Context: an optimization exercise on an open-source flow, tuned for small area. The choices shown serve that exercise and are no tape-out recipe.
In this exercise RTL edits were held to simulation tests only and were not proved equivalent to the original.
The clock port is modelled as an ideal driver; clocking choices that lean on that would not hold on a real chip.
Power figures rest on the tool's default switching activity, not on a simulated workload.

== rev 12 ==
==> flow/design.v <==
`timescale 1ns/1ns
module cpuCore (
  input  logic        clk,
  input  logic        rstN,
  input  logic        instrValid,
  input  logic [15:0] instr,
  output logic [20:0] wb,
  output logic        hlt
);
  localparam logic [3:0] OpNop = 4'd7;
  logic [3:0]  op1, op2;    
  logic [11:0] f1, f2;      
  logic [3:0]  a2;          
  logic        halted;
  logic        accept;
  assign accept = rstN && instrValid && !halted;
  always_ff @(posedge clk) begin
    op1 <= accept ? instr[15:12] : OpNop;
    f1  <= instr[11:0];
    op2 <= rstN ? op1 : OpNop;
    f2  <= f1;
    a2  <= (op1 == 4'd10) ? f1[11:8] : f1[7:4];
    if (!rstN) begin
      halted <= 1'b0;
    end else if (accept && (instr[15:12] == 4'hf)) begin
      halted <= 1'b1;
    end
  end
  assign hlt = halted && (op1 != 4'hf) && (op2 != 4'hf);
  logic [3:0]  rd, rt;
  logic [7:0]  imm;
  logic [15:0] regs [0:15];
  logic [15:0] opA, opB, res;
  logic        writes;
  assign rd  = f2[11:8];
  assign rt  = f2[3:0];
  assign imm = f2[7:0];
  logic [15:0] selA, selB;
  logic [15:0] grpA [0:5];
  logic [15:0] grpB [0:5];
  assign selA = 16'd1 << a2;
  assign selB = 16'd1 << rt;
  always_comb begin
    for (int k = 0; k < 5; k++) begin
      grpA[k] = (regs[3 * k] & {16{selA[3 * k]}})
              | (regs[3 * k + 1] & {16{selA[3 * k + 1]}})
              | (regs[3 * k + 2] & {16{selA[3 * k + 2]}});
      grpB[k] = (regs[3 * k] & {16{selB[3 * k]}})
              | (regs[3 * k + 1] & {16{selB[3 * k + 1]}})
              | (regs[3 * k + 2] & {16{selB[3 * k + 2]}});
    end
    grpA[5] = regs[15] & {16{selA[15]}};
    grpB[5] = regs[15] & {16{selB[15]}};
    opA = grpA[0] | grpA[1] | grpA[2] | grpA[3] | grpA[4] | grpA[5];
    opB = grpB[0] | grpB[1] | grpB[2] | grpB[3] | grpB[4] | grpB[5];
  end
  logic        sub;
  logic [15:0] opBx, sum, gen, prop;
  logic [15:0] pg, pp;      
  logic [16:0] carry;
  assign sub  = op2[0];
  assign opBx = opB ^ {16{sub}};
  always_comb begin
    gen  = opA & opBx;
    prop = opA ^ opBx;
    pg   = gen;
    pp   = prop;
    pg[0] = gen[0] | (prop[0] & sub);
    for (int l = 1; l <= 4; l++) begin
      for (int j = (1 << l) - 1; j < 16; j += (1 << l)) begin
        pg[j] = pg[j] | (pp[j] & pg[j - (1 << (l - 1))]);
        pp[j] = pp[j] & pp[j - (1 << (l - 1))];
      end
    end
    for (int l = 3; l >= 1; l--) begin
      for (int j = (1 << l) + (1 << (l - 1)) - 1; j < 16; j += (1 << l)) begin
        pg[j] = pg[j] | (pp[j] & pg[j - (1 << (l - 1))]);
        pp[j] = pp[j] & pp[j - (1 << (l - 1))];
      end
    end
    carry[0] = sub;
    for (int i = 0; i < 16; i++) begin
      carry[i + 1] = pg[i];
    end
    sum = prop ^ carry[15:0];
  end
  logic        left;
  logic        fill;
  logic [15:0] shSt [0:4];
  logic [15:0] shRes;
  assign left = (op2[1:0] == 2'd0);
  assign fill = op2[1] & opA[15];
  always_comb begin
    shSt[0] = opA;
    for (int k = 0; k < 4; k++) begin
      for (int i = 0; i < 16; i++) begin
        shSt[k + 1][i] = (!rt[k] & shSt[k][i])
                       | (rt[k] & left & ((i >= (1 << k)) ? shSt[k][(i - (1 << k)) & 15] : 1'b0))
                       | (rt[k] & !left & ((i + (1 << k) <= 15) ? shSt[k][(i + (1 << k)) & 15] : fill));
      end
    end
    shRes = shSt[4];
  end
  logic selLd, selSh, selLg, selAdd;
  assign selLd  = rstN && op2[3];
  assign selSh  = rstN && !op2[3] && op2[2];
  assign selLg  = rstN && !op2[3] && !op2[2] && op2[1];
  assign selAdd = rstN && !op2[3] && !op2[2] && !op2[1];
  always_comb begin
    res = ({16{selLd}}  & (op2[0] ? {{8{imm[7]}}, imm} : {imm, opA[7:0]}))   
        | ({16{selSh}}  & shRes)                                             
        | ({16{selLg}}  & (op2[0] ? (prop & ~opA) : gen))                    
        | ({16{selAdd}} & sum);                                              
  end
  assign writes = (op2 <= 4'd6) || (op2 == 4'd10) || (op2 == 4'd11);
  always_ff @(posedge clk) begin
    if (!rstN) begin
      wb[20] <= 1'b0;
    end else begin
      wb[20] <= writes;
    end
    wb[19:0] <= {rd, res};
    for (int i = 0; i < 16; i++) begin
      if (!rstN || (writes && (rd == i[3:0]))) begin
        regs[i] <= res;
      end
    end
  end
endmodule
clock: 6.0 ns
lec_check: 0
abc_area: 1
cap_margin: 5
core_margin: 2
core_utilization: 60
slew_margin: 5
standard.sh (not shown) runs the stock make flow with config.mk's settings and CLKGATE_MAP_FILE= SYNTH_SCRIPT=/design/flow/synth_recipe.tcl, a recipe that flattens the netlist after the stock synthesis.
==> flow/flow/run.sh <==
#!/bin/bash
# Standard ORFS layout with these changes:
#  - synthesis maps combinational logic with flow/abc.script (flow/synth.tcl)
#    and without full-adder cells; registers are left as the standard synthesis
#    makes them;
#  - port buffers use the smallest buffer cell;
#  - clock tree: clkbuf_8 only, larger sink clusters, no dummy loads;
#  - the resizer's buffers are limited to buf_1 and buf_2 (flow/dontuse.tcl).
set -euo pipefail
W=$PWD
DU=$W/flow/dontuse.tcl
bash standard.sh SYNTH_SCRIPT=$W/flow/synth.tcl ADDER_MAP_FILE= \
  "BUFFER_PORTS_ARGS=-buffer_cell sky130_fd_sc_hd__buf_1" \
  "CTS_ARGS=-sink_clustering_enable -repair_clock_nets -dont_use_dummy_load -buf_list {sky130_fd_sc_hd__clkbuf_8} -sink_clustering_size 16 -sink_clustering_max_diameter 100" \
  PRE_GLOBAL_PLACE_TCL=$DU PRE_RESIZE_TCL=$DU PRE_CTS_TCL=$DU PRE_GLOBAL_ROUTE_TCL=$DU PRE_DETAIL_PLACE_TCL=$DU \
  finish > $W/run_make.log 2>&1
==> flow/flow/abc.script <==
strash; &get -n; &st; &dch; &nf -R 1000; &put
==> flow/flow/dontuse.tcl <==
# Keep the resizer's buffers small: it may use buf_1 and buf_2 only (the
# clock tree names its own buffer).
set_dont_use [get_lib_cells {sky130_fd_sc_hd__buf_4 sky130_fd_sc_hd__buf_6 sky130_fd_sc_hd__buf_8 sky130_fd_sc_hd__buf_12 sky130_fd_sc_hd__buf_16 sky130_fd_sc_hd__bufbuf_8 sky130_fd_sc_hd__bufbuf_16 sky130_fd_sc_hd__clkbuf_4 sky130_fd_sc_hd__clkbuf_16}]
==> flow/flow/synth.tcl <==
# The standard synthesis script, with only ABC's mapping script replaced
# (abc.script beside this file). Registers, their names and cell types are
# left exactly as the standard synthesis makes them.
set my_abc_script [file join [file dirname [file normalize [info script]]] abc.script]
if {![file exists $my_abc_script]} {
  error "missing $my_abc_script"
}
proc synth {args} { yosys synth -nofsm -noshare {*}$args }
proc abc {args} {
  set i [lsearch -exact $args -script]
  if {$i >= 0} {
    set args [lreplace $args [expr {$i + 1}] [expr {$i + 1}] $::my_abc_script]
  }
  yosys abc {*}$args
}
source $::env(SCRIPTS_DIR)/synth.tcl
# left out here: clear keep_hierarchy, flatten, clean up, hide names made inside functions, write 1_2_yosys.v
For rev 13, these inputs were changed with respect to rev 12:
diff --git a/flow/design.v b/flow/design.v
--- a/flow/design.v
+++ b/flow/design.v
@@ -36,23 +36,6 @@
   assign rt  = f2[3:0];
   assign imm = f2[7:0];
-  logic [15:0] selA, selB;
-  logic [15:0] grpA [0:5];
-  logic [15:0] grpB [0:5];
-  assign selA = 16'd1 << a2;
-  assign selB = 16'd1 << rt;
-  always_comb begin
-    for (int k = 0; k < 5; k++) begin
-      grpA[k] = (regs[3 * k] & {16{selA[3 * k]}})
-              | (regs[3 * k + 1] & {16{selA[3 * k + 1]}})
-              | (regs[3 * k + 2] & {16{selA[3 * k + 2]}});
-      grpB[k] = (regs[3 * k] & {16{selB[3 * k]}})
-              | (regs[3 * k + 1] & {16{selB[3 * k + 1]}})
-              | (regs[3 * k + 2] & {16{selB[3 * k + 2]}});
-    end
-    grpA[5] = regs[15] & {16{selA[15]}};
-    grpB[5] = regs[15] & {16{selB[15]}};
-    opA = grpA[0] | grpA[1] | grpA[2] | grpA[3] | grpA[4] | grpA[5];
-    opB = grpB[0] | grpB[1] | grpB[2] | grpB[3] | grpB[4] | grpB[5];
-  end
+  assign opA = regs[a2];
+  assign opB = regs[rt];
   logic        sub;
   logic [15:0] opBx, sum, gen, prop;
==> results.txt <==
Rev 12 → rev 13: detailed-route wire length now sits higher; final standard cell utilization of the core increased by 0.84 points relative to the old numbers; setup slack shows a reduction of 98 ps; maximum number of pins on one net before global-route repair increased about 90%; clock network area share flat. Between rev 13 and rev 12, it is rev 13 whose fraction of the cycle the final worst path needs is higher, by 1.6 points. The final layouts of rev 12 and rev 13 pass the timing, design-rule and antenna checks. Higher register-to-register slack goes to rev 12 over rev 13. Combinational power in rev 13 is 4.8% above rev 12. The run showing the smaller share of total power in the clock network is rev 13. Against rev 12, area inside the core boundary in rev 13 rose slightly. Number of multi-input combinational cells, rev 12 and rev 13: larger value in rev 13. Rev 13 vs rev 12 on fraction of final layout cells sized beyond drive strength 1: rev 13 is the lower one. Rev 12 -> rev 13: total length of routed met3 wires decreased by a little under 10%. In rev 13 relative to rev 12, final non-filler cell area had gone up by a few percent.

afterwards: timing with drivers on the ports:
How much do the figures lean on ideal ports? The routed layouts below were timed once more, with nothing changed but the port constraints.
Step 1 sets driving cells, clkbuf_16 on the clock port and buf_2 on the other inputs (assumed; they add their load-dependent delay and slew).
Step 2 moves the port delays by t, midway between the first and last clock arrival at a register: inputs arrive t later, outputs are due t later. That takes back most of the time a late clock gives input paths.
a / b / c = ideal / step 1 / step 2; a / b = the first two.
run | t, ns | slack for setup (ns) | clock arrival spread, ns | worst data-port slew with drivers (ns) | pins driven straight from the clock port
rev 12 | 0.608 | 0.372 / 0.372 / 0.372 | 0.072 / 0.072 | 0.06 | 1
rev 13 | 0.605 | 0.274 / 0.274 / 0.274 | 0.056 / 0.056 | 0.04 | 1
After both steps every run listed still meets setup and hold.
